This design comes from an exercise in tuning for small area, a short achievable clock period and few clock cycles per item on the open sky130 flow, not from production work. RTL that was checked went through simulation tests only; none was proved equivalent to the original. Function not checked in runs 1 to 7: the RTL went through the layout flow alone. Power and IR drop assume default switching activity.

==> flow/design.v <==
`default_nettype none
package sus_pkg;
  localparam int CAPACITY = 16;
  localparam int CNT_W    = $clog2(CAPACITY + 1);
  localparam int VAL_W    = 32;
  localparam logic [1:0] KIND_SEARCH = 2'd0;
  localparam logic [1:0] KIND_INSERT = 2'd1;
  localparam logic [1:0] KIND_DELETE = 2'd2;
  localparam logic [1:0] KIND_SPARE  = 2'd3;
  localparam logic [1:0] ST_DONE  = 2'd0;
  localparam logic [1:0] ST_NOCHG = 2'd1;
  localparam logic [1:0] ST_FULL  = 2'd2;
  typedef logic [VAL_W-1:0] val_t;
  typedef logic [CNT_W-1:0] cnt_t;
endpackage
`default_nettype wire
`default_nettype none
module sus_cell (
  input  wire logic          clk,
  input  wire logic          vld_nxt,
  input  wire sus_pkg::val_t key,
  output logic               eq
);
  sus_pkg::val_t val_r;
  assign eq = (val_r == key);
  always_ff @(posedge clk) begin
    if (!vld_nxt) val_r <= key;
  end
endmodule
`default_nettype wire
`default_nettype none
module sorted_unique_set_engine (
  input  wire logic        clk,
  input  wire logic        rst_n,
  input  wire logic        in_valid,
  output logic             in_ready,
  input  wire logic [1:0]  in_kind,
  input  wire logic [31:0] in_value,
  output logic             out_valid,
  input  wire logic        out_ready,
  output logic             out_was_present,
  output logic [1:0]       out_status,
  output logic [4:0]       out_entry_count
);
  localparam int N = sus_pkg::CAPACITY;
  logic          rdy_r;
  logic          acc;
  logic          a_vld;
  logic [1:0]    a_kind;
  sus_pkg::val_t a_key;
  logic [N-1:0]  slot_vld;
  logic [N-1:0]  slot_vld_nxt;   
  logic [N-1:0]  eq_v;
  sus_pkg::cnt_t cnt_r;
  logic          b_vld;
  logic          b_ins, b_del;
  logic [N-1:0]  b_match;      
  logic          b_pre;        
  logic          b_same;       
  logic [N-1:0]  o_loc;        
  logic          o_after;      
  logic          a_pre, a_same;
  logic [N-1:0]  loc;          
  logic          present;
  logic          full;
  logic          do_ins, do_del;
  logic [N-1:0]  first_free;
  sus_pkg::cnt_t cnt_nxt;
  logic [1:0]    status;
  logic [7:0]    res;
  assign in_ready = rdy_r;
  assign acc      = in_valid && rdy_r;
  for (genvar i = 0; i < N; i++) begin : g_cell
    sus_cell u_cell (
      .clk     (clk),
      .vld_nxt (slot_vld_nxt[i]),
      .key     (a_key),
      .eq      (eq_v[i])
    );
    if (i == 0) begin : g_first
      assign first_free[i] = !slot_vld[i];
    end else begin : g_rest
      assign first_free[i] = !slot_vld[i] && (&slot_vld[i-1:0]);
    end
  end
  assign a_pre  = |(eq_v & slot_vld);
  assign a_same = b_vld && ((|(eq_v & ~slot_vld)) || (|(eq_v & loc)));
  always_ff @(posedge clk) begin
    a_vld   <= rst_n && acc;
    a_kind  <= in_kind;
    a_key   <= in_value;
    b_vld   <= rst_n && a_vld;
    b_ins   <= a_kind == sus_pkg::KIND_INSERT;
    b_del   <= a_kind == sus_pkg::KIND_DELETE;
    b_match <= eq_v & slot_vld;
    b_pre   <= a_pre;
    b_same  <= a_same;
    o_loc   <= b_del ? '0 : (do_ins ? first_free : loc);
    o_after <= !b_del && (present || do_ins);
  end
  assign loc     = b_same ? o_loc : b_match;
  assign present = b_same ? o_after : b_pre;
  assign full    = cnt_r[sus_pkg::CNT_W-1];
  assign do_ins  = b_vld && b_ins && !present && !full;
  assign do_del  = b_vld && b_del && present;
  assign slot_vld_nxt = (slot_vld & ~({N{b_vld && b_del}} & loc))
                      | ({N{do_ins}} & first_free);
  always_comb begin
    cnt_nxt = cnt_r;
    if (do_ins) cnt_nxt = cnt_r + 1'b1;
    if (do_del) cnt_nxt = cnt_r - 1'b1;
  end
  always_comb begin
    status = sus_pkg::ST_DONE;
    if (b_ins) begin
      if (present)   status = sus_pkg::ST_NOCHG;
      else if (full) status = sus_pkg::ST_FULL;
    end else if (b_del) begin
      if (!present)  status = sus_pkg::ST_NOCHG;
    end
  end
  assign res = {present, status, cnt_nxt};
  always_ff @(posedge clk) begin
    if (!rst_n) begin
      slot_vld <= '0;
      cnt_r    <= '0;
    end else begin
      slot_vld <= slot_vld_nxt;
      cnt_r    <= cnt_nxt;
    end
  end
  localparam int D = 4;
  logic [D-1:0]       q_vld;
  logic [D-1:0][7:0]  q_dat;
  logic               pop;
  logic [D-1:0]       q_sh;      
  logic [D-1:0]       q_vld_nxt;
  assign pop  = q_vld[0] && out_ready;
  assign q_sh = pop ? {1'b0, q_vld[D-1:1]} : q_vld;
  assign q_vld_nxt = b_vld ? {q_sh[D-2:0], 1'b1} : q_sh;
  always_ff @(posedge clk) begin
    if (!rst_n) begin
      q_vld <= '0;
      rdy_r <= 1'b1;
    end else begin
      q_vld <= q_vld_nxt;
      rdy_r <= !q_vld_nxt[D-1]
            && !(q_vld_nxt[D-2] && (acc || a_vld))
            && !(q_vld_nxt[D-3] && acc && a_vld);
    end
  end
  for (genvar p = 0; p < D; p++) begin : g_q
    logic [7:0] nxt;    
    if (p < D - 1) begin : g_sh
      assign nxt = pop ? q_dat[p+1] : q_dat[p];
    end else begin : g_last
      assign nxt = q_dat[p];
    end
    always_ff @(posedge clk) begin
      q_dat[p] <= q_sh[p] ? nxt : res;
    end
  end
  assign out_valid       = q_vld[0];
  assign out_was_present = q_dat[0][7];
  assign out_status      = q_dat[0][6:5];
  assign out_entry_count = q_dat[0][4:0];
endmodule
`default_nettype wire
==> flow/run.sh <==
#!/bin/bash
# synth_recipe.tcl (not shown) runs the flow's synth.tcl, then flattens the netlist and writes it again
# the make line also repeats each setting of config.mk as NAME=value (left out here)
make -C /OpenROAD-flow-scripts/flow DESIGN_CONFIG=/design/flow/config.mk WORK_HOME=/design/flow/orfs CLKGATE_MAP_FILE= SYNTH_SCRIPT=/design/flow/synth_recipe.tcl finish
==> flow/config.mk <==
export PLATFORM = sky130hd
export DESIGN_NAME = sorted_unique_set_engine
export DESIGN_NICKNAME = sorted_unique_set_engine
export VERILOG_FILES = /design/flow/design.v
export SDC_FILE = /design/flow/constraint.sdc
export NUM_CORES = 4
export LEC_CHECK = 0
export ABC_AREA = 1
export CAP_MARGIN = 20
export CORE_MARGIN = 2
export CORE_UTILIZATION = 40
export SETUP_SLACK_MARGIN = 3.4
export SLEW_MARGIN = 20
==> flow/constraint.sdc <==
create_clock -name core_clock -period 6.0 [get_ports {clk}]
set_input_delay 1.2000 -clock core_clock [delete_from_list [all_inputs] [get_ports {clk}]]
set_output_delay 1.2000 -clock core_clock [all_outputs]
set_load 0.01 [all_outputs]
==> flow_summary.ini, run 1 <==
[die]
die_width_um = 267
design.die.area_sq_um = 71500
fp.coreArea_sq_um = 68600
fp-row-count = 96
pin_count = 48
floorplan.initialDensity = 0.405
die_h_um = 267

[finish]
fillerInstances = 6110
num-nets-final = 2423
layout.cells.non_filler = 3374
syn_to_final_growth_pct = 14.9
drive_above_1_share = 0.111

[drt]
initialDrtViolationCount = 990
via_per_inst = 4.69
detail_route.wl_per_cell_um = 18.0
drt_drc_violations_left = 0
drt_first_pass_iters = 7
postRouteWirelength_um = 60800
drt.antenna.violating_nets = 0
dr_total_vias = 15800

[global_route]
fraction_of_met2_tracks_used_by_global_routing = 0.294
grt_max_degree = 34
grt_pass1_vias = 15800
gr-total-overflow = 0
grtUsageMet1 = 0.232
grt_pass1_wl_um = 93600
grt_antenna_before_repair = 1
groute.usage.overall = 0.175
gr-usage-met3 = 0.0250
top_usage_layer = met2

[worst_setup_path]
cp_data_arrival_time_ns = 1.29
timing.critical_path.to_type = output port
critical_path.max_stage_delay_ns = 0.38
path_max_fanout = 5
worstSetupStartpointType = flip-flop
required_ns = 4.80
worstSetupPathType = reg -> out
ordered_cell_list_for_the_critical_path = dlygate4sd2_1
critical-path-top-delay-family = flip-flops
path_buf_inv = 1
timing.critical_path.slowest_stage_cell = dfxtp_1

[power_and_ir_drop]
power.switching_mw = 2.24
share_clk_of_total_power = 0.418
cellPowerDensity_nw_per_um2 = 315
intPower_mw = 7.80
irDropWorstVdd_v = 0.000193
comb_power_share = 0.068
total_leakage_power_nw = 11.5
netSwitchingFraction = 0.223
total_power_mw = 10.0
pwr-share-seq = 0.515

[yosys]
synth-seq-area-share = 0.660
syn-num-nets = 2310
yosysUniqueCellTypes = 41
synth_area_per_cell_sq_um = 12.2
netlist_area_sq_um = 27800
synth_area_in_simple_gates = 0.129
post_synth_adder_cell_area = 0.000902
synthesized_netlist_cell_count = 2270
muxShareOfSynthArea = 0
synth_seq_cells = 643
synth_top_family_by_area = XOR/XNOR gates
synth_xor_xnor_area_share = 0.151
synthesis.yosys.warnings = 2
synth_compound_gate_area_share = 0.0167

[cts]
clk_transition_reported_paths_ns = 0.06
worstSkewPairLatency_ns = 0.63
cts_inserted_buffers = 71
htree_num_levels = 3
cts.root.buffer_cell = clkbuf_16
clockBufferDepth = 3
cts_tree = done
cts_sinks = 643

[place]
portBuffers = 47
globalplace.congestion = 0.826
detailedPlacementHpwl_um = 33200
place_inst = 3203

[timing]
post-route-min-period_ns = 2.49
worst_slew_pin_tran_ns = 0.831
slew-limit-headroom = 0.446
setup_tns_ns = 0
timing_hold_violations_final = 0
finClkSkew_ns = 0.0291
rsz0062_at_grt = no
fmax_mhz = 402
finalSetupViolCount = 0
final_hold_slack_ns = 0.448
finalCritPeriodShare = 0.414
timing_max_transition_violations_final = 0

[run]
cap_violations = 0

[run_status]
result_of_the_run = no timing/DRC/antenna violations

[worst_hold_path]
worstHoldPathType = reg -> reg
## final timing paths
path | from | endpoint | slack (ns) | cells past startpoint
setup reg to reg | b_del | g_cell[6].u_cell.val_r[1] | 3.51 | 4
hold reg to reg | a_vld | b_vld | 0.45 | 2
hold / removal | a_vld | b_vld | 0.45 | 2
setup / recovery | q_vld[0] | out_valid | 3.51 | 1
## power by group through the flow
stage               sequential (mW)  combinational (mW)  clock, mW
floorplan                      5.26               0.519          0
global placement               5.25               0.673          0
detailed placement             5.26               0.687          0
CTS                            5.17               0.689       4.30
global route                   5.19               0.760       4.48
finish                         5.17               0.678       4.19
## area by class of cell
class	instances	area [sq um]	area share
Sequential cell	643	18300	0.575
Multi-Input combinational cell	1454	8580	0.269
Clock buffer	96	1980	0.0622
Tap cell	931	1160	0.0365
Timing Repair Buffer	109	1110	0.0347
Inverter	104	417	0.0131
Clock inverter	35	287	0.00899
Antenna cell	2	5.00	0.000157
## layout by cell type, fill, tap and decap left out, types with 3 or more instances in the layout
master	n
clkbuf_16	73
clkinvlp_4	3
dfxtp_4	3
nand2_4	3
clkdlybuf4s50_1	37
nand3_1	44
inv_1	89
nand4_1	4
nand2_2	7
buf_4	47
xnor2_1	476
clkinv_1	5
nand2_1	565
dlygate4sd2_1	10
buf_12	14
nor3_1	4
clkinv_2	20
edfxtp_1	544
dfxtp_2	4
dfxtp_1	92
nor2_1	202
o21ai_1	7
nor2_2	25
inv_2	6
a31oi_4	4
inv_4	7
nor4_4	5
o21ai_2	3
clkbuf_8	7
clkbuf_1	16
nor2_4	13
a21oi_1	32
nor3_2	5
o21ai_0	28
o22ai_1	6
## through the flow
stage               instance area (sq um)  utilization  setup WS (ns)
global placement                    28900        0.422           2.36
detailed placement                  29000        0.422           2.42
finish                              31900        0.465           3.51
floorplan                           27800            -           3.46
global route                        31900        0.465           3.39
CTS                                 31700        0.462           3.39
## state kept, by name, summed over array words and instances (netlist names), 2 cells and up
| register | count |
|---|---|
| a_key | 32 |
| a_kind | 2 |
| b_match | 16 |
| cnt_r | 5 |
| g_cell.u_cell.val_r | 512 |
| o_loc | 16 |
| q_dat | 32 |
| q_vld | 4 |
| slot_vld | 16 |
## layer usage
layer,vias to the layer above,routed length [um]
li1,7697,-
met1,7690,27800
met2,329,29000
met3,105,2230
met4,0,1720
met5,-,0
## cells in the mapped netlist, drive strengths merged
| cell | instances | area share |
|---|---|---|
| ha | 2 | 0.00090 |
| a31oi | 3 | 0.00068 |
| nor2 | 234 | 0.034 |
| xor2 | 2 | 0.00063 |
| nand4 | 4 | 0.00090 |
| o21a | 1 | 0.00027 |
| dfxtp | 99 | 0.071 |
| nor3 | 11 | 0.0031 |
| edfxtp | 544 | 0.59 |
| inv | 102 | 0.014 |
| o211ai | 1 | 0.00027 |
| or2 | 1 | 0.00023 |
| clkinv | 2 | 0.00027 |
| nand2 | 576 | 0.079 |
| a221oi | 1 | 0.00032 |
| nor4 | 5 | 0.0023 |
| buf | 71 | 0.027 |
| nand3 | 47 | 0.0093 |
| clkbuf | 8 | 0.0011 |
| a21oi | 33 | 0.0060 |
| o22ai | 6 | 0.0014 |
| xnor2 | 476 | 0.15 |
| a211oi | 2 | 0.00054 |
| o21ai | 39 | 0.0073 |
## cell families (layout without fill, tap and decap cells)
logic type	after synthesis	count (layout)
fa+ha+maj	2	2
xor+xnor	478	478
compound gates	86	90
flops	643	643
simple gates	878	884
other cells	0	2
buf+inv	183	344
## what timing repair did
item	in CTS	in global routing
cloned	10	0
endpoints found under the setup margin	575	365
buffers inserted	18	10
gates resized for setup	46	14
pin swaps	12	6
hold buffers	0	0
==> inputs of run 2 (changes only) <==
--- a/flow/config.mk
+++ b/flow/config.mk
@@ -9,5 +9,5 @@
 export CAP_MARGIN = 20
 export CORE_MARGIN = 2
 export CORE_UTILIZATION = 40
-export SETUP_SLACK_MARGIN = 3.4
+export SETUP_SLACK_MARGIN = 3.65
 export SLEW_MARGIN = 20
==> flow_summary.ini, run 2 <==
[run_status]
result_of_the_run = no timing/DRC/antenna violations

[drt]
drt_first_pass_iters = 6
drt_drc_violations_left = 0
postRouteWirelength_um = 57900
detail_route.wl_per_cell_um = 17.2
drt.antenna.violating_nets = 0
initialDrtViolationCount = 1042
dr_total_vias = 15800
via_per_inst = 4.69

[finish]
final_core_util = 0.465
mostFrequentLayoutCell = nand2_1
most-common-layout-cells = nand2_1 (562), edfxtp_1 (544), xnor2_1 (476)
layout_top_registers = g_cell.u_cell.val_r x512, a_key x32, q_dat x32
fillerInstances = 6163
area_used_by_multi_input_combinational_logic_sq_um = 8570
stdcell_area_sq_um = 31900
largest-register = g_cell.u_cell.val_r
drive_above_1_share = 0.111
num-nets-final = 2423
syn_to_final_growth_pct = 14.9
storage_cell_area_sq_um = 18300
largest_reg_flops = 512
num_antenna_cells = 0

[power_and_ir_drop]
netSwitchingFraction = 0.219
total_leakage_power_nw = 11.5
comb_power_share = 0.066
cellPowerDensity_nw_per_um2 = 312
share_clk_of_total_power = 0.415
irDropWorstVdd_v = 0.000182
intPower_mw = 7.76
pwr-share-seq = 0.519
power.switching_mw = 2.18

[worst_setup_path]
worstReg2RegStart = b_vld
required_ns = 6.51
timing.critical_path.slowest_stage_cell = clkdlybuf4s50_1
worstSetupPathType = in -> reg
ordered_cell_list_for_the_critical_path = clkdlybuf4s50_1 > nand2_2 > nand2_2 > nand2_2 > nor2_1 > a211oi_2 > a221oi_2
worstSetupStartpointType = primary input
critical-path-top-delay-family = simple AND/OR/NAND/NOR gates
timing.reg2reg.setup_slack_ns = 3.74
critical_path.max_stage_delay_ns = 0.55
path_max_fanout = 17
timing.critical_path.to_type = flip-flop
worstRegToRegCells = 8
cp_data_arrival_time_ns = 2.90
path_common_cell = nand2_2
path_buf_inv = 1
critical_path_cell_count = 7
reg2reg_to = g_cell[2].u_cell.val_r[22]

[yosys]
synth_area_per_cell_sq_um = 12.2
syn-num-nets = 2310
synth-seq-area-share = 0.660
netlist_area_sq_um = 27800
ys_top_cells_by_area = edfxtp_1 (59%), xnor2_1 (15%), nand2_1 (7.7%), dfxtp_1 (7.1%), nor2_1 (2.8%)
netlist.top_cell.by_area = edfxtp_1
synth_seq_cells = 643
synthFlopType = edfxtp_1
synth_most_common_cell = nand2_1
yosysTopAreaCellShare = 0.589
yosysUniqueCellTypes = 41
synth_common_cells = nand2_1 (569), edfxtp_1 (544), xnor2_1 (476)
synth_enable_flop_cells = 544
ys_async_sr_fraction = 0
synthesized_netlist_cell_count = 2270
synthesis.yosys.warnings = 2

[worst_hold_path]
whs_endpoint = b_ins
worst_min_path_start = a_kind[1]
worstHoldPathType = reg -> reg
hold-path-cell-count = 1

[cts]
hold_buffers = 0
clk_transition_reported_paths_ns = 0.06
worstSkewPairLatency_ns = 0.62
cts_sinks = 643
cts.root.buffer_cell = clkbuf_16
clockBufferDepth = 3
cts_tree = done
cts_inserted_buffers = 71
htree_num_levels = 3

[timing]
finalSetupViolCount = 0
fmax_mhz = 419
rsz0062_at_grt = yes
finClkSkew_ns = 0.0251
worst_slew_pin_tran_ns = 0.717
slew-limit-headroom = 0.522
finalCritPeriodShare = 0.398
timing_hold_violations_final = 0
setup_tns_ns = 0
post-route-min-period_ns = 2.39
timing_max_transition_violations_final = 0

[die]
die_width_um = 267
floorplan.initialDensity = 0.405
design.die.area_sq_um = 71500
fp.coreArea_sq_um = 68600
fp-row-count = 96
die_h_um = 267
pin_count = 48

[place]
portBuffers = 47
globalplace.congestion = 0.832
postPlaceCellArea_sq_um = 29000
detailedPlacementHpwl_um = 32600

[global_route]
grt_pass1_vias = 15600
gr-total-overflow = 0
grt_pass1_wl_um = 89600
grt_antenna_before_repair = 0
groute.usage.overall = 0.166
grt_max_degree = 34

[run]
cap_violations = 0
[run 2: cell counts after synthesis]
Identical to the previous run, type by type.
[run 2: power groups by stage]
stage | logic, mW | clock network, mW | registers, mW
after global placement | 0.642 | 0 | 5.24
after floorplan | 0.519 | 0 | 5.26
after global routing | 0.745 | 4.42 | 5.18
after detailed placement | 0.658 | 0 | 5.25
after CTS | 0.662 | 4.25 | 5.16
final | 0.657 | 4.13 | 5.16
[run 2: worst max path at each step]
stage                    from                         end
floorplan           out_ready                    q_dat[6]
global placement       b_same  g_cell[2].u_cell.val_r[12]
detailed placement     b_same  g_cell[2].u_cell.val_r[12]
CTS                  q_vld[0]                   out_valid
global route        out_ready                       rdy_r
finish              out_ready                       rdy_r
[run 2: kinds of logic (layout without fill, tap and decap cells)]
family,count (synthesis),count (layout),share of synthesized area
buf+inv,183,345,0.0427
compound gates,86,88,0.0167
fa+ha+maj,2,2,0.000902
flops,643,643,0.660
xor+xnor,478,478,0.151
simple gates,878,884,0.129
[run 2: metal layers]
| metal | track usage | wire length (um) | vias up |
|---|---|---|---|
| li1 | - | - | 7690 |
| met1 | 0.216 | 25700 | 7691 |
| met2 | 0.280 | 28000 | 332 |
| met3 | 0.0275 | 2520 | 101 |
| met4 | 0.0577 | 1700 | 0 |
| met5 | 0 | 0 | - |
[run 2: what timing repair did]
item                                    in CTS  in global routing
endpoints found under the setup margin     595                344
buffers inserted                            14                 11
gates resized for setup                     87                 41
gates cloned                                 8                  0
pin swaps                                   14                  5
[run 2: final cells by class]
cell class,instances,share of cell area
sequential,643,0.575
multi-input combinational,1452,0.269
clock buffer,110,0.0635
tap,931,0.0365
timing repair buffer,111,0.0364
inverter,104,0.0137
clock inverter,20,0.00565
[run 2: stage by stage]
stage / hold WS, ns / setup slack [ns] / power [mW] / cells
after floorplan: 0.389 / 3.65 / 5.78 / 2270
after global placement: 0.435 / 2.23 / 5.88 / 3206
after detailed placement: 0.433 / 2.22 / 5.91 / 3208
after CTS: 0.433 / 3.49 / 10.1 / 3360
after global routing: 0.443 / 3.56 / 10.3 / 3371
final: 0.437 / 3.61 / 9.94 / 3371
==> inputs of run 3 (changes only) <==
--- a/flow/design.v
+++ b/flow/design.v
@@ -64,7 +64,8 @@
   logic          present;
   logic          full;
   logic          do_ins, do_del;
-  logic [N-1:0]  first_free;
+  logic [N-1:0]  tgt;          
+  logic [N-1:0]  tgt_nxt;
   sus_pkg::cnt_t cnt_nxt;
   logic [1:0]    status;
   logic [7:0]    res;
@@ -78,9 +79,9 @@
       .eq      (eq_v[i])
     );
     if (i == 0) begin : g_first
-      assign first_free[i] = !slot_vld[i];
+      assign tgt_nxt[i] = !slot_vld_nxt[i];
     end else begin : g_rest
-      assign first_free[i] = !slot_vld[i] && (&slot_vld[i-1:0]);
+      assign tgt_nxt[i] = !slot_vld_nxt[i] && (&slot_vld_nxt[i-1:0]);
     end
   end
   assign a_pre  = |(eq_v & slot_vld);
@@ -95,7 +96,7 @@
     b_match <= eq_v & slot_vld;
     b_pre   <= a_pre;
     b_same  <= a_same;
-    o_loc   <= b_del ? '0 : (do_ins ? first_free : loc);
+    o_loc   <= b_del ? '0 : (do_ins ? tgt : loc);
     o_after <= !b_del && (present || do_ins);
   end
   assign loc     = b_same ? o_loc : b_match;
@@ -104,7 +105,7 @@
   assign do_ins  = b_vld && b_ins && !present && !full;
   assign do_del  = b_vld && b_del && present;
   assign slot_vld_nxt = (slot_vld & ~({N{b_vld && b_del}} & loc))
-                      | ({N{do_ins}} & first_free);
+                      | ({N{do_ins}} & tgt);
   always_comb begin
     cnt_nxt = cnt_r;
     if (do_ins) cnt_nxt = cnt_r + 1'b1;
@@ -123,9 +124,11 @@
   always_ff @(posedge clk) begin
     if (!rst_n) begin
       slot_vld <= '0;
+      tgt      <= N'(1);
       cnt_r    <= '0;
     end else begin
       slot_vld <= slot_vld_nxt;
+      tgt      <= tgt_nxt;
       cnt_r    <= cnt_nxt;
     end
   end
--- a/flow/config.mk
+++ b/flow/config.mk
@@ -5,9 +5,8 @@
 export SDC_FILE = /design/flow/constraint.sdc
 export NUM_CORES = 4
 export LEC_CHECK = 0
-export ABC_AREA = 1
 export CAP_MARGIN = 20
 export CORE_MARGIN = 2
 export CORE_UTILIZATION = 40
-export SETUP_SLACK_MARGIN = 3.65
+export SETUP_SLACK_MARGIN = 3.8
 export SLEW_MARGIN = 20
==> flow_summary.ini, run 3 <==
[timing]
finClkSkew_ns = 0.0305
worst_slew_pin_tran_ns = 0.924
post-route-min-period_ns = 2.48
slew-limit-headroom = 0.384
timing_max_transition_violations_final = 0
finalCritPeriodShare = 0.413
fmax_mhz = 403
timing_hold_violations_final = 0
finalSetupViolCount = 0
rsz0062_at_grt = yes
setup_tns_ns = 0
final_hold_slack_ns = 0.432

[finish]
area_used_by_multi_input_combinational_logic_sq_um = 8190
mostFrequentLayoutCell = edfxtp_1
largest-register = g_cell.u_cell.val_r
largest_reg_flops = 512
layout_top_registers = g_cell.u_cell.val_r x512, a_key x32, q_dat x32
syn_to_final_growth_pct = 28.3
storage_cell_area_sq_um = 18800
drive_above_1_share = 0.262
num-nets-final = 2058
fillerInstances = 5255
most-common-layout-cells = edfxtp_1 (544), xnor2_1 (256), xor2_1 (255)
num_antenna_cells = 0

[global_route]
grt_antenna_before_repair = 2
grt_pass1_vias = 14900
groute.usage.overall = 0.211
gr-total-overflow = 0
grt_pass1_wl_um = 102000
grt_max_degree = 38

[yosys]
synth_area_per_cell_sq_um = 15.2
synthesis.yosys.warnings = 2
synthesized_netlist_cell_count = 1734
syn-num-nets = 1774
netlist_area_sq_um = 26400
netlist.top_cell.by_area = edfxtp_1
synth-seq-area-share = 0.707
yosysUniqueCellTypes = 52
synth_enable_flop_cells = 544
synth_common_cells = edfxtp_1 (544), xnor2_1 (259), xor2_1 (256)
ys_async_sr_fraction = 0
synth_seq_cells = 659
synth_most_common_cell = edfxtp_1
yosysTopAreaCellShare = 0.620
synthFlopType = edfxtp_1
ys_top_cells_by_area = edfxtp_1 (62%), dfxtp_1 (8.7%), xnor2_1 (8.6%), xor2_1 (8.5%), nor4_1 (2.0%)

[die]
design.die.area_sq_um = 68000
fp-row-count = 94
pin_count = 48
floorplan.initialDensity = 0.402
fp.coreArea_sq_um = 65500
die_width_um = 261
die_h_um = 261

[power_and_ir_drop]
irDropWorstVdd_v = 0.000176
total_leakage_power_nw = 12.4
total_power_mw = 10.6
cellPowerDensity_nw_per_um2 = 312

[worst_setup_path]
timing.critical_path.slowest_stage_cell = or4_4
worstReg2RegStart = b_same
worstSetupStartpointType = flip-flop
critical-path-top-delay-family = simple AND/OR/NAND/NOR gates
critical_path.max_stage_delay_ns = 0.50
ordered_cell_list_for_the_critical_path = buf_12 > mux2i_4 > inv_4 > nor2_8 > buf_6 > buf_6 > buf_8 > a21oi_4 > buf_12 > nor4_4 > nand2_1 > or4_4 > nor3_2
crit_path_start = b_same
timing.critical_path.to_type = flip-flop
path_max_fanout = 7
path_buf_inv = 6
cp_data_arrival_time_ns = 3.04
worstSetupPathType = reg -> reg
required_ns = 6.56

[cts]
clk_transition_reported_paths_ns = 0.06
cts_inserted_buffers = 70
clockBufferDepth = 3
cts_tree = done
worstSkewPairLatency_ns = 0.63
cts.root.buffer_cell = clkbuf_16
htree_num_levels = 3
cts_sinks = 659

[place]
detailedPlacementHpwl_um = 36800
globalplace.congestion = 0.850
portBuffers = 47

[drt]
met2WireLength_um = 35700
top_layer = met4
drt_first_pass_iters = 5
postRouteWirelength_um = 74100
initialDrtViolationCount = 1352
detail_route.wl_per_cell_um = 25.2
wirelength_met1_um = 30900
drt.antenna.violating_nets = 0
via_per_inst = 5.25
dr_total_vias = 15400
met3_length_um = 4750
drt_drc_violations_left = 0

[worst_hold_path]
worstHoldPathType = reg -> reg
worst_min_path_start = a_kind[1]

[run_status]
result_of_the_run = no timing/DRC/antenna violations

[run]
cap_violations = 0
-- run 3: kinds of logic after synthesis --
kind of cell / after synthesis / share of synthesized area
flip-flops: 659 / 0.707
XOR/XNOR: 515 / 0.171
AND/OR/NAND/NOR: 329 / 0.0694
buffers and inverters: 113 / 0.0171
AO/OA/AOI/OAI: 81 / 0.0194
multiplexers: 35 / 0.0151
adder cells (fa/ha/maj): 2 / 0.000949
-- run 3: area by class of cell --
class                           instances  area share
Clock inverter                         39      0.0134
Multi-Input combinational cell        970       0.242
Inverter                               33     0.00418
Clock buffer                           91      0.0579
Tap cell                              864      0.0320
Timing Repair inverter                  4    0.000814
Sequential cell                       659       0.555
Timing Repair Buffer                  280      0.0950
-- run 3: worst reg2reg max path: stages (launching register included) --
cell and delay (ns):
dfxtp_2 0.34, buf_12 0.14, mux2i_4 0.27, inv_4 0.07, nor2_8 0.13, buf_6 0.12
buf_6 0.09, buf_8 0.12, a21oi_4 0.07, buf_12 0.14, nor4_4 0.25, nand2_1 0.08
or4_4 0.50, nor3_2 0.11
-- run 3: power by group --
group          leakage (nW)  switching, mW  internal, mW
logic                  4.47          0.414         0.355
clock network          1.18           1.83          2.68
registers              6.75          0.121          5.16
-- run 3: through the flow --
step                worst slack, ns  instances  instance area [sq um]  utilization
floorplan                      3.47       1734                  26600            -
global placement               2.47       2610                  28200        0.430
detailed placement             2.34       2610                  28200        0.430
CTS                            3.40       2905                  33000        0.504
global route                   3.46       2940                  33800        0.516
finish                         3.52       2940                  33800        0.516
-- run 3: routing by layer --
metal / vias up / GRT usage
met4: 0 / 0.0840
li1: 6861 / -
met3: 131 / 0.0412
met1: 7902 / 0.282
met5: - / 0
met2: 546 / 0.339
-- run 3: path summary, 6_finish.rpt --
check | end | slack (ns) | cells after the start
max | tgt[15] | 3.52 | 13
min | b_ins | 0.43 | 1
max reg2reg | tgt[15] | 3.52 | 13
min reg2reg | b_ins | 0.43 | 1
-- run 3: timing repair --
| item | in CTS | in global routing |
|---|---|---|
| resized for setup | 198 | 79 |
| hold buffers | 0 | 0 |
| endpoints found under the setup margin | 607 | 264 |
| buffers inserted | 150 | 32 |
| pin swaps | 25 | 28 |
| gates cloned | 15 | 3 |
==> inputs of run 4 (changes only) <==
--- a/flow/design.v
+++ b/flow/design.v
@@ -65,6 +65,8 @@
   logic          full;
   logic          do_ins, do_del;
   logic [N-1:0]  tgt;          
+  logic [N-1:0]  spare;        
+  logic [N-1:0]  spare_first;  
   logic [N-1:0]  tgt_nxt;
   sus_pkg::cnt_t cnt_nxt;
   logic [1:0]    status;
@@ -79,9 +81,9 @@
       .eq      (eq_v[i])
     );
     if (i == 0) begin : g_first
-      assign tgt_nxt[i] = !slot_vld_nxt[i];
+      assign spare_first[i] = spare[i];
     end else begin : g_rest
-      assign tgt_nxt[i] = !slot_vld_nxt[i] && (&slot_vld_nxt[i-1:0]);
+      assign spare_first[i] = spare[i] && !(|spare[i-1:0]);
     end
   end
   assign a_pre  = |(eq_v & slot_vld);
@@ -104,6 +106,9 @@
   assign full    = cnt_r[sus_pkg::CNT_W-1];
   assign do_ins  = b_vld && b_ins && !present && !full;
   assign do_del  = b_vld && b_del && present;
+  assign spare   = ~slot_vld & ~tgt;
+  assign tgt_nxt = do_ins ? spare_first
+                 : ((|tgt) ? tgt : ({N{b_vld && b_del}} & loc));
   assign slot_vld_nxt = (slot_vld & ~({N{b_vld && b_del}} & loc))
                       | ({N{do_ins}} & tgt);
   always_comb begin
==> flow_summary.ini, run 4 <==
[worst_setup_path]
path_buf_inv = 1
worstRegToRegCells = 9
critical_path.max_stage_delay_ns = 0.39
reg2reg_to = b_pre
critical-path-top-delay-family = flip-flops
required_ns = 4.80
path_max_fanout = 1
ordered_cell_list_for_the_critical_path = buf_2
cp_data_arrival_time_ns = 1.16
worstSetupStartpointType = flip-flop
worstReg2RegStart = a_key[7]
timing.critical_path.to_type = output port
timing.reg2reg.setup_slack_ns = 3.82
worstSetupPathType = reg -> out
timing.critical_path.slowest_stage_cell = edfxtp_1

[yosys]
synth_area_per_cell_sq_um = 15.0
synthFlopType = edfxtp_1
synthesis.yosys.warnings = 2
netlist.top_cell.by_area = edfxtp_1
synth_common_cells = edfxtp_1 (544), xnor2_1 (258), xor2_1 (257)
synthesized_netlist_cell_count = 1785
synth-seq-area-share = 0.698
synth_seq_cells = 659
yosysTopAreaCellShare = 0.611
synth_most_common_cell = edfxtp_1
ys_async_sr_fraction = 0
synth_enable_flop_cells = 544
netlist_area_sq_um = 26700
ys_top_cells_by_area = edfxtp_1 (61%), dfxtp_1 (8.6%), xnor2_1 (8.5%), xor2_1 (8.4%), nor4_1 (2.2%)
syn-num-nets = 1825
yosysUniqueCellTypes = 49

[drt]
drt_first_pass_iters = 5
drt_drc_violations_left = 0
dr_total_vias = 16000
postRouteWirelength_um = 76300
via_per_inst = 5.43
detail_route.wl_per_cell_um = 25.9
initialDrtViolationCount = 1501
drt.antenna.violating_nets = 0

[global_route]
grt_antenna_before_repair = 3
grt_max_degree = 35
groute.usage.overall = 0.220
grt_pass1_vias = 15700
gr-total-overflow = 0
grt_pass1_wl_um = 110000

[timing]
slew-limit-headroom = 0.571
post-route-min-period_ns = 2.36
timing_hold_violations_final = 0
fin_ws_ns = 3.64
fmax_mhz = 424
finalSetupViolCount = 0
timing_max_transition_violations_final = 0
finalCritPeriodShare = 0.393
rsz0062_at_grt = yes
worst_slew_pin_tran_ns = 0.644
finClkSkew_ns = 0.0305
setup_tns_ns = 0

[cts]
cts_sinks = 659
clockBufferDepth = 3
clk_transition_reported_paths_ns = 0.06
worstSkewPairLatency_ns = 0.63
cts.root.buffer_cell = clkbuf_16
cts_tree = done
hold_buffers = 0
cts_inserted_buffers = 72
htree_num_levels = 3

[run_status]
result_of_the_run = no timing/DRC/antenna violations

[power_and_ir_drop]
pwr-share-seq = 0.510
comb_power_share = 0.073
cellPowerDensity_nw_per_um2 = 312
total_leakage_power_nw = 12.0
total_power_mw = 10.4
irDropWorstVdd_v = 0.000237
power.switching_mw = 2.36
share_clk_of_total_power = 0.416
netSwitchingFraction = 0.228
intPower_mw = 8.01

[die]
floorplan.initialDensity = 0.405
design.die.area_sq_um = 68900
pin_count = 48
die_width_um = 262
fp-row-count = 94
fp.coreArea_sq_um = 66000
die_h_um = 262

[place]
placement_stage_worst_setup_slack_ns = 2.52
portBuffers = 47
postPlaceCellArea_sq_um = 28500
globalplace.congestion = 0.902
place_inst = 2657
detailedPlacementHpwl_um = 40500

[finish]
largest-register = g_cell.u_cell.val_r
syn_to_final_growth_pct = 24.4
layout.cells.non_filler = 2940
drive_above_1_share = 0.225
layout_top_registers = g_cell.u_cell.val_r x512, a_key x32, q_dat x32
num-nets-final = 2056
largest_reg_flops = 512
mostFrequentLayoutCell = edfxtp_1
most-common-layout-cells = edfxtp_1 (544), xor2_1 (257), xnor2_1 (256)
stdcell_area_sq_um = 33200

[worst_hold_path]
whs_endpoint = b_ins
worst_min_path_start = a_kind[1]
hold-path-cell-count = 1
worstHoldPathType = reg -> reg

[run]
cap_violations = 0
## run 4: area by class of cell
class,count,area (sq um)
inverter,21,91.3
tap,864,1080
clock inverter,39,334
timing repair buffer,227,2430
fill,5502,32700
antenna,1,2.50
sequential,659,18800
multi-input combinational,1035,8560
clock buffer,94,1980
## run 4: layer usage
| layer | GRT usage | wire [um] | vias to the layer above |
|---|---|---|---|
| li1 | - | - | 7011 |
| met1 | 0.292 | 31700 | 8200 |
| met2 | 0.370 | 37600 | 605 |
| met3 | 0.0316 | 4590 | 142 |
| met4 | 0.0741 | 2380 | 2 |
| met5 | 0 | 17 | - |
## run 4: cell families (layout without fill, tap and decap cells)
logic type / after synthesis / after routing / share of synthesized area
AOI/OAI and AO/OA: 112 / 126 / 0.0258
xor gates and xnor gates: 515 / 515 / 0.169
adders and majority gates: 2 / 2 / 0.000936
buffers and inverters: 107 / 381 / 0.0185
DFF: 659 / 659 / 0.698
muxes: 37 / 37 / 0.0155
other: 0 / 1 / 0
and+or+nand+nor: 353 / 355 / 0.0728
## run 4: what timing repair did
item,in CTS,in global routing
gates cloned,17,1
buffers inserted,115,16
gates resized for setup,184,49
pin swaps,14,26
endpoints found under the setup margin,607,84
## run 4: per-stage QoR
step	hold WS (ns)	util
final	0.417	0.504
after global placement	0.414	0.432
after global routing	0.448	0.504
after floorplan	0.384	-
after detailed placement	0.419	0.432
after CTS	0.431	0.497
## run 4: worst reg2reg max path, delay by kind of cell (launching register included)
kind,cells,cell delay (ns)
xor+xnor,1,0.17
simple gates,5,0.90
buf+inv,3,0.60
flops,1,0.38
## run 4: worst max path at each step
| stage | start | slack [ns] | to | cells past startpoint |
|---|---|---|---|---|
| after floorplan | b_same | 3.53 | g_cell[0].u_cell.val_r[0] | 6 |
| after global placement | rst_n | 2.55 | rdy_r | 5 |
| after detailed placement | rst_n | 2.52 | rdy_r | 5 |
| after CTS | q_dat[1] | 3.58 | out_entry_count[1] | 1 |
| after global routing | q_dat[1] | 3.58 | out_entry_count[1] | 1 |
| final | q_dat[1] | 3.64 | out_entry_count[1] | 1 |
## run 4: power by group through the flow
stage               Sequential [mW]  Clock, mW  Combinational [mW]
floorplan                      5.37          0               0.405
global placement               5.47          0               0.531
detailed placement             5.48          0               0.542
CTS                            5.30       4.38               0.732
global route                   5.32       4.55               0.811
finish                         5.29       4.32               0.757
==> inputs of run 5 (changes only) <==
--- a/flow/config.mk
+++ b/flow/config.mk
@@ -5,6 +5,7 @@
 export SDC_FILE = /design/flow/constraint.sdc
 export NUM_CORES = 4
 export LEC_CHECK = 0
+export ABC_AREA = 1
 export CAP_MARGIN = 20
 export CORE_MARGIN = 2
 export CORE_UTILIZATION = 40
==> flow_summary.ini, run 5 <==
[timing]
rsz0062_at_grt = yes
post-route-min-period_ns = 2.35
finalCritPeriodShare = 0.392
timing_hold_violations_final = 0
slew-limit-headroom = 0.668
worst_slew_pin_tran_ns = 0.498
timing_max_transition_violations_final = 0
finClkSkew_ns = 0.0248
finalSetupViolCount = 0
setup_tns_ns = 0
fmax_mhz = 426

[drt]
dr_total_vias = 16400
initialDrtViolationCount = 1060
drt_drc_violations_left = 0
drt_first_pass_iters = 5
detail_route.wl_per_cell_um = 17.1
postRouteWirelength_um = 59900
via_per_inst = 4.67
drt.antenna.violating_nets = 0

[finish]
largest_reg_flops = 512
largest-register = g_cell.u_cell.val_r
layout_top_registers = g_cell.u_cell.val_r x512, a_key x32, q_dat x32
final_core_util = 0.461
num-nets-final = 2531
area_used_by_multi_input_combinational_logic_sq_um = 8760
fillerInstances = 6394
drive_above_1_share = 0.106
stdcell_area_sq_um = 32800
syn_to_final_growth_pct = 14.7
num_antenna_cells = 0
storage_cell_area_sq_um = 18700
most-common-layout-cells = nand2_1 (556), edfxtp_1 (544), xnor2_1 (475)
mostFrequentLayoutCell = nand2_1
layout.cells.non_filler = 3504

[run]
cap_violations = 0

[yosys]
yosysTopAreaCellShare = 0.571
syn-num-nets = 2424
synth_most_common_cell = nand2_1
synth_seq_cells = 659
ys_async_sr_fraction = 0
ys_top_cells_by_area = edfxtp_1 (57%), xnor2_1 (15%), dfxtp_1 (8.1%), nand2_1 (7.4%), nor2_1 (2.9%)
synthesized_netlist_cell_count = 2384
netlist_area_sq_um = 28600
yosysUniqueCellTypes = 46
synth_common_cells = nand2_1 (565), edfxtp_1 (544), xnor2_1 (475)
synth-seq-area-share = 0.652
synthesis.yosys.warnings = 2
netlist.top_cell.by_area = edfxtp_1
synthFlopType = edfxtp_1
synth_enable_flop_cells = 544
synth_area_per_cell_sq_um = 12.0

[worst_setup_path]
path_buf_inv = 1
worstSetupStartpointType = flip-flop
timing.critical_path.to_type = output port
ordered_cell_list_for_the_critical_path = buf_2
timing.critical_path.slowest_stage_cell = edfxtp_1
critical-path-top-delay-family = flip-flops
required_ns = 4.80
cp_data_arrival_time_ns = 1.15
path_max_fanout = 1
critical_path.max_stage_delay_ns = 0.38
worstSetupPathType = reg -> out

[die]
die_h_um = 271
pin_count = 48
design.die.area_sq_um = 73600
die_width_um = 271
floorplan.initialDensity = 0.402
fp-row-count = 98
fp.coreArea_sq_um = 71100

[cts]
cts_tree = done
worstSkewPairLatency_ns = 0.62
clk_transition_reported_paths_ns = 0.06
cts.root.buffer_cell = clkbuf_16
clockBufferDepth = 3
cts_sinks = 659
cts_inserted_buffers = 75
hold_buffers = 0
htree_num_levels = 3

[power_and_ir_drop]
total_leakage_power_nw = 11.9
irDropWorstVdd_v = 0.000202
total_power_mw = 10.5
cellPowerDensity_nw_per_um2 = 322

[global_route]
grt_pass1_vias = 15800
grt_pass1_wl_um = 92800
top_usage_layer = met2
gr-usage-met3 = 0.0286
groute.usage.overall = 0.163
fraction_of_met2_tracks_used_by_global_routing = 0.264
gr-total-overflow = 0
grtUsageMet1 = 0.221
grt_antenna_before_repair = 0
grt_max_degree = 34

[worst_hold_path]
worstHoldPathType = reg -> reg

[place]
detailedPlacementHpwl_um = 35500
globalplace.congestion = 0.866
place_inst = 3346
postPlaceCellArea_sq_um = 29800
portBuffers = 47

[run_status]
result_of_the_run = no timing/DRC/antenna violations
[run 5: changes by cell type after synthesis, sizes merged, moves of 75 or more]
| cell | before | now |
|---|---|---|
| xor2 | 257 | 1 |
| nand2 | 36 | 570 |
| nand4 | 81 | 6 |
| nor2 | 78 | 251 |
| xnor2 | 258 | 476 |
| nor4 | 95 | 4 |
| inv | 20 | 121 |
[run 5: path summary, 6_finish.rpt]
check / startpoint / endpoint / slack [ns] / depth (start not counted)
max reg2reg: a_key[4] / b_same / 3.79 / 14
min: a_kind[0] / b_del / 0.43 / 1
min reg2reg: a_kind[0] / b_del / 0.43 / 1
max: q_dat[3] / out_entry_count[3] / 3.65 / 1
[run 5: cell families (layout without fill, tap and decap cells)]
group | count (synthesis) | count (layout) | share of synthesized area
AND/OR/NAND/NOR | 909 | 911 | 0.128
AO/OA/AOI/OAI | 128 | 128 | 0.0245
buffers and inverters | 209 | 377 | 0.0479
adder cells (fa/ha/maj) | 2 | 2 | 0.000875
XOR/XNOR | 477 | 477 | 0.147
flip-flops | 659 | 659 | 0.652
[run 5: per-stage QoR]
step | setup WS [ns] | hold WS [ns]
CTS | 3.61 | 0.424
finish | 3.65 | 0.430
floorplan | 3.82 | 0.389
global route | 3.60 | 0.468
global placement | 2.60 | 0.430
detailed placement | 2.45 | 0.418
[run 5: area by class of cell]
cell class | count | share of cell area
Clock buffer | 107 | 0.0634
Clock inverter | 33 | 0.0114
Inverter | 124 | 0.0155
Multi-Input combinational cell | 1518 | 0.267
Sequential cell | 659 | 0.569
Tap cell | 950 | 0.0363
Timing Repair Buffer | 112 | 0.0367
Timing Repair inverter | 1 | 0.000267
[run 5: routing by layer]
layer | wire [um] | vias up
met5 | 0 | -
li1 | - | 8059
met3 | 2820 | 99
met2 | 28200 | 346
met4 | 1720 | 0
met1 | 27100 | 7861
[run 5: repair_timing]
action | in CTS | in global routing
gates cloned | 4 | 0
gates resized for setup | 128 | 49
endpoints found under the hold margin | 0 | 0
endpoints found under the setup margin | 601 | 460
pin swaps | 5 | 4
buffers inserted | 10 | 4
[run 5: report_power, final]
part           internal, mW  switching, mW
Sequential             5.20          0.115
Combinational         0.340          0.389
Clock                  2.66           1.84
==> inputs of run 6 (changes only) <==
--- a/flow/design.v
+++ b/flow/design.v
@@ -55,19 +55,11 @@
   logic          b_vld;
   logic          b_ins, b_del;
   logic [N-1:0]  b_match;      
-  logic          b_pre;        
-  logic          b_same;       
-  logic [N-1:0]  o_loc;        
-  logic          o_after;      
-  logic          a_pre, a_same;
   logic [N-1:0]  loc;          
   logic          present;
   logic          full;
   logic          do_ins, do_del;
-  logic [N-1:0]  tgt;          
-  logic [N-1:0]  spare;        
-  logic [N-1:0]  spare_first;  
-  logic [N-1:0]  tgt_nxt;
+  logic [N-1:0]  first_free;   
   sus_pkg::cnt_t cnt_nxt;
   logic [1:0]    status;
   logic [7:0]    res;
@@ -81,13 +73,11 @@
       .eq      (eq_v[i])
     );
     if (i == 0) begin : g_first
-      assign spare_first[i] = spare[i];
+      assign first_free[i] = !slot_vld[i];
     end else begin : g_rest
-      assign spare_first[i] = spare[i] && !(|spare[i-1:0]);
+      assign first_free[i] = !slot_vld[i] && (&slot_vld[i-1:0]);
     end
   end
-  assign a_pre  = |(eq_v & slot_vld);
-  assign a_same = b_vld && ((|(eq_v & ~slot_vld)) || (|(eq_v & loc)));
   always_ff @(posedge clk) begin
     a_vld   <= rst_n && acc;
     a_kind  <= in_kind;
@@ -95,22 +85,15 @@
     b_vld   <= rst_n && a_vld;
     b_ins   <= a_kind == sus_pkg::KIND_INSERT;
     b_del   <= a_kind == sus_pkg::KIND_DELETE;
-    b_match <= eq_v & slot_vld;
-    b_pre   <= a_pre;
-    b_same  <= a_same;
-    o_loc   <= b_del ? '0 : (do_ins ? tgt : loc);
-    o_after <= !b_del && (present || do_ins);
+    b_match <= eq_v & slot_vld_nxt;
   end
-  assign loc     = b_same ? o_loc : b_match;
-  assign present = b_same ? o_after : b_pre;
+  assign loc     = b_match;
+  assign present = |b_match;
   assign full    = cnt_r[sus_pkg::CNT_W-1];
   assign do_ins  = b_vld && b_ins && !present && !full;
   assign do_del  = b_vld && b_del && present;
-  assign spare   = ~slot_vld & ~tgt;
-  assign tgt_nxt = do_ins ? spare_first
-                 : ((|tgt) ? tgt : ({N{b_vld && b_del}} & loc));
   assign slot_vld_nxt = (slot_vld & ~({N{b_vld && b_del}} & loc))
-                      | ({N{do_ins}} & tgt);
+                      | ({N{do_ins}} & first_free);
   always_comb begin
     cnt_nxt = cnt_r;
     if (do_ins) cnt_nxt = cnt_r + 1'b1;
@@ -129,11 +112,9 @@
   always_ff @(posedge clk) begin
     if (!rst_n) begin
       slot_vld <= '0;
-      tgt      <= N'(1);
       cnt_r    <= '0;
     end else begin
       slot_vld <= slot_vld_nxt;
-      tgt      <= tgt_nxt;
       cnt_r    <= cnt_nxt;
     end
   end
--- a/flow/config.mk
+++ b/flow/config.mk
@@ -5,9 +5,8 @@
 export SDC_FILE = /design/flow/constraint.sdc
 export NUM_CORES = 4
 export LEC_CHECK = 0
-export ABC_AREA = 1
 export CAP_MARGIN = 20
 export CORE_MARGIN = 2
 export CORE_UTILIZATION = 40
-export SETUP_SLACK_MARGIN = 3.8
+export SETUP_SLACK_MARGIN = 3.7
 export SLEW_MARGIN = 20
==> flow_summary.ini, run 6 <==
[drt]
detail_route.wl_per_cell_um = 23.4
initialDrtViolationCount = 963
drt_first_pass_iters = 6
dr_total_vias = 13400
postRouteWirelength_um = 61400
via_per_inst = 5.09
drt.antenna.violating_nets = 0
drt_drc_violations_left = 0

[worst_setup_path]
path_max_fanout = 16
critical_path.max_stage_delay_ns = 0.49
timing.critical_path.to_type = flip-flop
timing.critical_path.slowest_stage_cell = or4_4
worstSetupPathType = reg -> reg
required_ns = 6.35
path_common_cell = buf_12
cp_data_arrival_time_ns = 2.87
ordered_cell_list_for_the_critical_path = nor4_4 > and4_4 > inv_8 > or4_4 > o31ai_4 > buf_12 > clkinvlp_4 > buf_12
worstSetupStartpointType = flip-flop

[cts]
clockBufferDepth = 3
cts.root.buffer_cell = clkbuf_16
cts_tree = done
cts_sinks = 624
hold_buffers = 0
cts_inserted_buffers = 68
htree_num_levels = 3
worstSkewPairLatency_ns = 0.61
clk_transition_reported_paths_ns = 0.06

[die]
design.die.area_sq_um = 64400
die_h_um = 254
pin_count = 48
die_width_um = 254
floorplan.initialDensity = 0.405
fp-row-count = 91
fp.coreArea_sq_um = 61700

[power_and_ir_drop]
comb_power_share = 0.054
irDropWorstVdd_v = 0.000209
total_leakage_power_nw = 10.8
intPower_mw = 7.43
pwr-share-seq = 0.530
share_clk_of_total_power = 0.416
netSwitchingFraction = 0.221
cellPowerDensity_nw_per_um2 = 318
power.switching_mw = 2.11
total_power_mw = 9.54

[global_route]
grt_pass1_wl_um = 90000
grt_max_degree = 35
groute.usage.overall = 0.193
grt_antenna_before_repair = 0
grt_pass1_vias = 13500
gr-total-overflow = 0

[place]
globalplace.congestion = 0.811
detailedPlacementHpwl_um = 31900
portBuffers = 47

[yosys]
synthesis.yosys.warnings = 2
synth_enable_flop_cells = 544
synth_area_per_cell_sq_um = 15.7
synth_seq_cells = 624
synth_common_cells = edfxtp_1 (544), xor2_1 (321), xnor2_1 (194)
ys_async_sr_fraction = 0
synth-seq-area-share = 0.718
netlist.top_cell.by_area = edfxtp_1
netlist_area_sq_um = 25000
synthFlopType = edfxtp_1
synthesized_netlist_cell_count = 1589
ys_top_cells_by_area = edfxtp_1 (65%), xor2_1 (11%), xnor2_1 (6.8%), dfxtp_1 (6.4%), nor4_1 (2.4%)
syn-num-nets = 1629
synth_most_common_cell = edfxtp_1
yosysUniqueCellTypes = 44
yosysTopAreaCellShare = 0.654

[timing]
slew-limit-headroom = 0.444
fmax_mhz = 398
timing_hold_violations_final = 0
finClkSkew_ns = 0.0270
worst_slew_pin_tran_ns = 0.835
setup_tns_ns = 0
finalCritPeriodShare = 0.419
timing_max_transition_violations_final = 0
finalSetupViolCount = 0
post-route-min-period_ns = 2.51
rsz0062_at_grt = yes

[finish]
syn_to_final_growth_pct = 20.1
fillerInstances = 5257
layout_top_registers = g_cell.u_cell.val_r x512, a_key x32, q_dat x32
storage_cell_area_sq_um = 18000
num_antenna_cells = 0
most-common-layout-cells = edfxtp_1 (544), xor2_1 (320), xnor2_1 (194)
area_used_by_multi_input_combinational_logic_sq_um = 7250
mostFrequentLayoutCell = edfxtp_1
num-nets-final = 1778
largest-register = g_cell.u_cell.val_r
drive_above_1_share = 0.179
largest_reg_flops = 512

[run]
cap_violations = 0

[run_status]
result_of_the_run = no timing/DRC/antenna violations

[worst_hold_path]
worstHoldPathType = reg -> reg
## run 6: logic make-up (layout without fill, tap and decap cells)
family                     count (synthesis)  in the layout  share of synthesized area
and+or+nand+nor                          293            293                     0.0663
DFF                                      624            624                      0.718
adders and majority gates                  2              2                    0.00100
muxes                                     15             15                    0.00651
buffers and inverters                     89            278                     0.0137
xor gates and xnor gates                 515            515                      0.181
AOI/OAI and AO/OA                         51             62                     0.0135
## run 6: per-layer routing
metal  vias to the layer above  global-route usage  share of wire
met3                        83              0.0307          0.044
met5                         -                   0              0
li1                       6119                   -              -
met2                       321               0.324           0.49
met1                      6845               0.259           0.45
met4                         0              0.0585          0.021
## run 6: layout make-up
cell class / count / area share
Clock buffer: 92 / 0.0638
Clock inverter: 29 / 0.00643
Inverter: 17 / 0.00313
Multi-Input combinational cell: 887 / 0.242
Sequential cell: 624 / 0.601
Tap cell: 837 / 0.0349
Timing Repair Buffer: 134 / 0.0474
Timing Repair inverter: 6 / 0.00150
## run 6: through the flow
stage | instance area, sq um | cells | setup slack [ns] | hold WS (ns) | util
floorplan | 25000 | 1589 | 3.45 | 0.384 | -
global placement | 26600 | 2436 | 2.72 | 0.423 | 0.431
detailed placement | 26600 | 2436 | 2.63 | 0.416 | 0.431
CTS | 29700 | 2615 | 3.53 | 0.444 | 0.481
global route | 30000 | 2626 | 3.46 | 0.446 | 0.486
finish | 30000 | 2626 | 3.49 | 0.440 | 0.486
## run 6: final timing paths
check             start  cells after the start                           to  slack (ns)
max          b_match[0]                      8  g_cell[13].u_cell.val_r[27]        3.49
min           a_kind[0]                      1                        b_del        0.44
max reg2reg  b_match[0]                      8  g_cell[13].u_cell.val_r[27]        3.49
min reg2reg   a_kind[0]                      1                        b_del        0.44
## run 6: what timing repair did
item / 4_1_cts / 5_1_grt
resized for setup: 137 / 47
setup endpoints to repair: 571 / 449
pin swaps: 18 / 11
setup buffers: 41 / 6
gates cloned: 17 / 4
## run 6: critical path, delay by kind of cell (launching register included)
kind	cells	cell delay (ns)
flops	1	0.34
simple gates	3	1.13
compound gates	1	0.33
buf+inv	4	0.47
## run 6: power by group through the flow
| stage | Combinational, mW | Clock (mW) | Sequential, mW |
|---|---|---|---|
| after floorplan | 0.350 | 0 | 5.10 |
| after global placement | 0.508 | 0 | 5.15 |
| after detailed placement | 0.517 | 0 | 5.16 |
| after CTS | 0.521 | 4.05 | 5.06 |
| after global routing | 0.565 | 4.22 | 5.08 |
| final | 0.517 | 3.97 | 5.06 |
==> inputs of run 7 (changes only) <==
==> flow/flow/run.sh (new file) <==
#!/bin/bash
# The standard layout (standard.sh), with one change at clock tree
# synthesis: larger sink clusters and no dummy loads, for a smaller clock tree.
# Everything else (synthesis, floorplan, power grid, placement, routing) is the
# standard flow's. make's full output goes to flow_make.log.
set -euo pipefail
CTS="-sink_clustering_enable -repair_clock_nets -sink_clustering_size 25 -sink_clustering_max_diameter 70 -dont_use_dummy_load"
sed "s|\"\${@:-finish}\"|CTS_ARGS=\"$CTS\" \"\${@:-finish}\"|" standard.sh > lean_cts.sh
grep -q "CTS_ARGS=" lean_cts.sh
bash lean_cts.sh > flow_make.log 2>&1
==> flow/standard.sh (new file) <==
#!/bin/bash
# synth_recipe.tcl (not shown) runs the flow's synth.tcl, then flattens the netlist and writes it again
# the make line also repeats each setting of config.mk as NAME=value (left out here)
make -C /OpenROAD-flow-scripts/flow DESIGN_CONFIG=/design/flow/config.mk WORK_HOME=/design/flow/orfs CLKGATE_MAP_FILE= SYNTH_SCRIPT=/design/flow/synth_recipe.tcl "${@:-finish}"
removed: flow/run.sh
==> flow_summary.ini, run 7 <==
[run_status]
result_of_the_run = no timing/DRC/antenna violations

[timing]
timing_max_transition_violations_final = 0
post-route-min-period_ns = 2.50
finClkSkew_ns = 0.0528
finalCritPeriodShare = 0.416
worst_slew_pin_tran_ns = 0.897
timing_hold_violations_final = 0
setup_tns_ns = 0
slew-limit-headroom = 0.402
fmax_mhz = 401
final_hold_slack_ns = 0.430
finalSetupViolCount = 0
rsz0062_at_grt = yes

[power_and_ir_drop]
power.switching_mw = 1.73
share_clk_of_total_power = 0.305
netSwitchingFraction = 0.217
irDropWorstVdd_v = 0.000172
pwr-share-seq = 0.631
cellPowerDensity_nw_per_um2 = 282
total_power_mw = 8.00
total_leakage_power_nw = 10.0
comb_power_share = 0.064
intPower_mw = 6.27

[cts]
htree_num_levels = 2
hold_buffers = 0
clockBufferDepth = 3
clk_transition_reported_paths_ns = 0.09
cts.root.buffer_cell = clkbuf_16
worstSkewPairLatency_ns = 0.58
cts_tree = done
cts_sinks = 624
cts_inserted_buffers = 38

[yosys]
ys_top_cells_by_area = edfxtp_1 (65%), xor2_1 (11%), xnor2_1 (6.8%), dfxtp_1 (6.4%), nor4_1 (2.4%)
yosysTopAreaCellShare = 0.654
synth-seq-area-share = 0.718
syn-num-nets = 1629
synthesis.yosys.warnings = 2
muxShareOfSynthArea = 0.00651
synth_area_in_simple_gates = 0.0662
synth_common_cells = edfxtp_1 (544), xor2_1 (321), xnor2_1 (194)
yosysUniqueCellTypes = 44
netlist.top_cell.by_area = edfxtp_1
synth_seq_cells = 624
synth_xor_xnor_area_share = 0.181
ys_async_sr_fraction = 0
synth_enable_flop_cells = 544
synth_area_per_cell_sq_um = 15.7
synthFlopType = edfxtp_1
synth_compound_gate_area_share = 0.0135
netlist_area_sq_um = 25000
post_synth_adder_cell_area = 0.00100
synth_top_family_by_area = XOR/XNOR gates
synth_most_common_cell = edfxtp_1
synthesized_netlist_cell_count = 1589

[die]
die_h_um = 254
floorplan.initialDensity = 0.405
fp.coreArea_sq_um = 61700
die_width_um = 254
pin_count = 48
fp-row-count = 91
design.die.area_sq_um = 64400

[global_route]
grt_antenna_before_repair = 0
grt_pass1_wl_um = 84200
gr-total-overflow = 0
groute.usage.overall = 0.181
grt_pass1_vias = 12700
grt_max_degree = 35

[worst_setup_path]
required_ns = 6.31
cp_data_arrival_time_ns = 2.81
worstSetupPathType = reg -> reg
critical-path-top-delay-family = simple AND/OR/NAND/NOR gates
ordered_cell_list_for_the_critical_path = nor4_4 > and4_4 > inv_8 > or4_4 > o31ai_4 > buf_12 > clkinvlp_4 > buf_6
critical_path.max_stage_delay_ns = 0.49
path_max_fanout = 16
path_buf_inv = 4
timing.critical_path.to_type = flip-flop
worstSetupStartpointType = flip-flop
timing.critical_path.slowest_stage_cell = or4_4

[finish]
drive_above_1_share = 0.139
most-common-layout-cells = edfxtp_1 (544), xor2_1 (320), xnor2_1 (194)
fillerInstances = 5397
num_antenna_cells = 0
layout_top_registers = g_cell.u_cell.val_r x512, a_key x32, q_dat x32
syn_to_final_growth_pct = 13.6
largest-register = g_cell.u_cell.val_r
area_used_by_multi_input_combinational_logic_sq_um = 7060
num-nets-final = 1729
mostFrequentLayoutCell = edfxtp_1
storage_cell_area_sq_um = 18000
largest_reg_flops = 512

[place]
detailedPlacementHpwl_um = 31900
portBuffers = 47
globalplace.congestion = 0.811

[run]
cap_violations = 0

[drt]
detail_route.wl_per_cell_um = 22.8
drt_first_pass_iters = 5
postRouteWirelength_um = 57600
dr_total_vias = 12800
drt.antenna.violating_nets = 0
via_per_inst = 5.08
initialDrtViolationCount = 882
drt_drc_violations_left = 0

[worst_hold_path]
worstHoldPathType = reg -> reg
[run 7: cell counts after synthesis]
No cell type changed its count.
[run 7: cells by family (layout without fill, tap and decap cells)]
family,after synthesis,in the layout
buffers and inverters,89,185
adders and majority gates,2,2
muxes,15,15
xor gates and xnor gates,515,515
DFF,624,624
AOI/OAI and AO/OA,51,53
and+or+nand+nor,293,293
[run 7: cell type report]
class	instances	area share
sequential	624	0.635
multi-input combinational	878	0.249
timing repair buffer	124	0.0412
tap	837	0.0369
clock buffer	38	0.0335
inverter	17	0.00331
timing repair inverter	6	0.00159
[run 7: power groups by stage]
stage	clock (mW)	combinational (mW)	sequential [mW]
after floorplan	0	0.350	5.10
after global placement	0	0.508	5.15
after detailed placement	0	0.517	5.16
after CTS	2.53	0.519	5.05
after global routing	2.65	0.562	5.07
final	2.44	0.511	5.05
[run 7: routing by layer]
| metal | routed length, um | vias to the layer above | GRT usage |
|---|---|---|---|
| li1 | - | 5926 | - |
| met1 | 25600 | 6534 | 0.244 |
| met2 | 28000 | 281 | 0.302 |
| met3 | 2650 | 76 | 0.0292 |
| met4 | 1440 | 0 | 0.0541 |
| met5 | 0 | - | 0 |
[run 7: final timing paths]
check / from / end / slack (ns) / cells after the start
worst min-delay path: a_kind[1] / b_ins / 0.43 / 1
worst min register to register: a_kind[1] / b_ins / 0.43 / 1
worst max register to register: b_match[0] / g_cell[13].u_cell.val_r[10] / 3.50 / 8
worst max-delay path: b_match[0] / g_cell[13].u_cell.val_r[10] / 3.50 / 8
[run 7: per-stage QoR]
step,instances,worst slack (ns),utilization,instance area [sq um]
floorplan,1589,3.45,-,25000
global placement,2436,2.72,0.431,26600
detailed placement,2436,2.63,0.431,26600
CTS,2517,3.51,0.456,28200
global route,2524,3.43,0.460,28400
finish,2524,3.50,0.460,28400
[run 7: timing repair]
| item | 4_1_cts | 5_1_grt |
|---|---|---|
| buffers inserted | 35 | 5 |
| cloned | 8 | 1 |
| resized for setup | 107 | 28 |
| pin swaps | 9 | 5 |
| endpoints found under the setup margin | 577 | 439 |
==> inputs of run 8 (changes only) <==
--- a/flow/design.v
+++ b/flow/design.v
@@ -59,7 +59,10 @@
   logic          present;
   logic          full;
   logic          do_ins, do_del;
-  logic [N-1:0]  first_free;   
+  logic [N-1:0]  tgt;          
+  logic [N-1:0]  spare;        
+  logic [N-1:0]  spare_first;  
+  logic [N-1:0]  tgt_nxt;
   sus_pkg::cnt_t cnt_nxt;
   logic [1:0]    status;
   logic [7:0]    res;
@@ -73,9 +76,9 @@
       .eq      (eq_v[i])
     );
     if (i == 0) begin : g_first
-      assign first_free[i] = !slot_vld[i];
+      assign spare_first[i] = spare[i];
     end else begin : g_rest
-      assign first_free[i] = !slot_vld[i] && (&slot_vld[i-1:0]);
+      assign spare_first[i] = spare[i] && !(|spare[i-1:0]);
     end
   end
   always_ff @(posedge clk) begin
@@ -92,8 +95,11 @@
   assign full    = cnt_r[sus_pkg::CNT_W-1];
   assign do_ins  = b_vld && b_ins && !present && !full;
   assign do_del  = b_vld && b_del && present;
+  assign spare   = ~slot_vld & ~tgt;
+  assign tgt_nxt = do_ins ? spare_first
+                 : ((|tgt) ? tgt : ({N{b_vld && b_del}} & loc));
   assign slot_vld_nxt = (slot_vld & ~({N{b_vld && b_del}} & loc))
-                      | ({N{do_ins}} & first_free);
+                      | ({N{do_ins}} & tgt);
   always_comb begin
     cnt_nxt = cnt_r;
     if (do_ins) cnt_nxt = cnt_r + 1'b1;
@@ -112,9 +118,11 @@
   always_ff @(posedge clk) begin
     if (!rst_n) begin
       slot_vld <= '0;
+      tgt      <= N'(1);
       cnt_r    <= '0;
     end else begin
       slot_vld <= slot_vld_nxt;
+      tgt      <= tgt_nxt;
       cnt_r    <= cnt_nxt;
     end
   end
--- a/flow/config.mk
+++ b/flow/config.mk
@@ -7,6 +7,6 @@
 export LEC_CHECK = 0
 export CAP_MARGIN = 20
 export CORE_MARGIN = 2
-export CORE_UTILIZATION = 40
+export CORE_UTILIZATION = 55
 export SETUP_SLACK_MARGIN = 3.7
 export SLEW_MARGIN = 20
==> flow_summary.ini, run 8 <==
[drt]
drt_first_pass_iters = 5
postRouteWirelength_um = 58300
initialDrtViolationCount = 1217
drt.antenna.violating_nets = 0
dr_total_vias = 13300
via_per_inst = 5.70
drt_drc_violations_left = 0

[timing]
finClkSkew_ns = 0.0604
finalCritPeriodShare = 0.390
worst_slew_pin_tran_ns = 0.701
timing_hold_violations_final = 0
fmax_mhz = 427
finalSetupViolCount = 0
slew-limit-headroom = 0.533
timing_max_transition_violations_final = 0
post-route-min-period_ns = 2.34

[yosys]
yosysUniqueCellTypes = 57
ys_async_sr_fraction = 0
synth-seq-area-share = 0.711
synth_area_in_simple_gates = 0.0683
synth_enable_flop_cells = 544
yosysTopAreaCellShare = 0.637
muxShareOfSynthArea = 0.00765
synth_common_cells = edfxtp_1 (544), xor2_1 (512), nor4_1 (138)
netlist_area_sq_um = 25700
post_synth_adder_cell_area = 0.000975
netlist.top_cell.by_area = edfxtp_1
synth_seq_cells = 640
synth_area_per_cell_sq_um = 15.5

[die]
fp.coreArea_sq_um = 46300
die_width_um = 220
floorplan.initialDensity = 0.555
fp-row-count = 79
pin_count = 48
design.die.area_sq_um = 48400
die_h_um = 220

[power_and_ir_drop]
netSwitchingFraction = 0.220
share_clk_of_total_power = 0.301
intPower_mw = 6.33
power.switching_mw = 1.78
irDropWorstVdd_v = 0.000283
cellPowerDensity_nw_per_um2 = 286

[finish]
largest_reg_flops = 512
largest-register = g_cell.u_cell.val_r
layout_top_registers = g_cell.u_cell.val_r x512, a_key x32, q_dat x32
num-nets-final = 1770
most-common-layout-cells = edfxtp_1 (544), xor2_1 (512), nor4_1 (135)
num_antenna_cells = 0
syn_to_final_growth_pct = 10.4
drive_above_1_share = 0.122

[worst_setup_path]
worstSetupPathType = reg -> out
cp_data_arrival_time_ns = 1.14
required_ns = 4.80
worstSetupStartpointType = flip-flop
timing.critical_path.to_type = output port
ordered_cell_list_for_the_critical_path = buf_2
critical_path.max_stage_delay_ns = 0.40

[cts]
cts_tree = done
clk_transition_reported_paths_ns = 0.09
cts_sinks = 640
htree_num_levels = 2
cts.root.buffer_cell = clkbuf_16

[run_status]
result_of_the_run = no timing/DRC/antenna violations

[place]
placement_stage_worst_setup_slack_ns = 2.54

[global_route]
gr-total-overflow = 0
grt_antenna_before_repair = 5
groute.usage.overall = 0.245
grt_pass1_wl_um = 84400
grt_pass1_vias = 12900

[run]
cap_violations = 0

[worst_hold_path]
worstHoldPathType = reg -> reg
==> run 8: cell count changes after synthesis, sizes merged, moves of 6 or more <==
cell / delta
xnor2: -192
xor2: +191
nor4: +41
nand4: -37
nor2: +22
nand2: -17
a22oi: +16
dfxtp: +16
inv: -9
nor3: +9
a31oi: +8
and2: -6
==> run 8: cell type report <==
cell class / instances / area (sq um)
sequential: 640 / 18400
inverter: 8 / 33.8
timing repair inverter: 1 / 7.51
tap: 607 / 759
fill: 3460 / 17900
timing repair buffer: 112 / 947
multi-input combinational: 930 / 7310
clock buffer: 37 / 926
==> run 8: power by group through the flow <==
| stage | registers [mW] | logic, mW | clock network (mW) |
|---|---|---|---|
| 5_1_grt | 5.22 | 0.533 | 2.63 |
| 3_3_place_gp | 5.29 | 0.476 | 0 |
| 6_report | 5.19 | 0.484 | 2.44 |
| 2_1_floorplan | 5.23 | 0.339 | 0 |
| 3_5_place_dp | 5.30 | 0.484 | 0 |
| 4_1_cts | 5.20 | 0.489 | 2.49 |
==> run 8: per-stage QoR <==
step           hold slack [ns]  total power [mW]  utilization  instances  instance area, sq um
6_report                 0.425              8.11        0.613       2335                 28300
5_1_grt                  0.448              8.37        0.613       2335                 28300
4_1_cts                  0.430              8.18        0.609       2330                 28200
3_3_place_gp             0.412              5.77        0.585       2280                 27100
2_1_floorplan            0.384              5.56            -       1655                 25800
3_5_place_dp             0.416              5.79        0.585       2280                 27100
==> run 8: cells by family after synthesis <==
kind of cell               Yosys count
AOI/OAI and AO/OA                   86
xor gates and xnor gates           514
adders and majority gates            2
buffers and inverters               86
DFF                                640
muxes                               18
and+or+nand+nor                    309
==> run 8: path summary, 6_finish.rpt <==
kind | from | to | slack (ns) | cells after the start
worst max register to register | b_match[9] | q_dat[20] | 3.75 | 7
worst min-delay path | a_kind[1] | b_ins | 0.42 | 1
worst min register to register | a_kind[1] | b_ins | 0.42 | 1
worst max-delay path | q_dat[7] | out_was_present | 3.66 | 1
==> run 8: per-layer routing <==
metal	wire length (um)	part of all wire	track usage	up-vias
met3	2410	0.041	0.0297	72
met2	28000	0.48	0.405	273
met4	1330	0.023	0.0664	0
met1	26600	0.46	0.347	6791
li1	-	-	-	6174
met5	0	0	0	-
==> run 8: what timing repair did <==
| item | in CTS | in global routing |
|---|---|---|
| resized for setup | 82 | 26 |
| hold buffers | 0 | 0 |
| buffers inserted | 11 | 5 |
| cloned | 2 | 0 |
| setup endpoints to repair | 599 | 401 |
| endpoints found under the hold margin | 0 | 0 |
| pin swaps | 2 | 5 |
Testbench counts of run 8, summed over its fixed seeds: cycles 32,024, items 32,000.

Re-timed with assumed drivers on the ports (clkbuf_16 on the clock, buf_2 on other inputs), run 8 has 3.601 ns of setup slack against 3.659 ns with ideal ports, and 3.316 ns once port delays also move by the mid clock arrival of 0.625 ns.
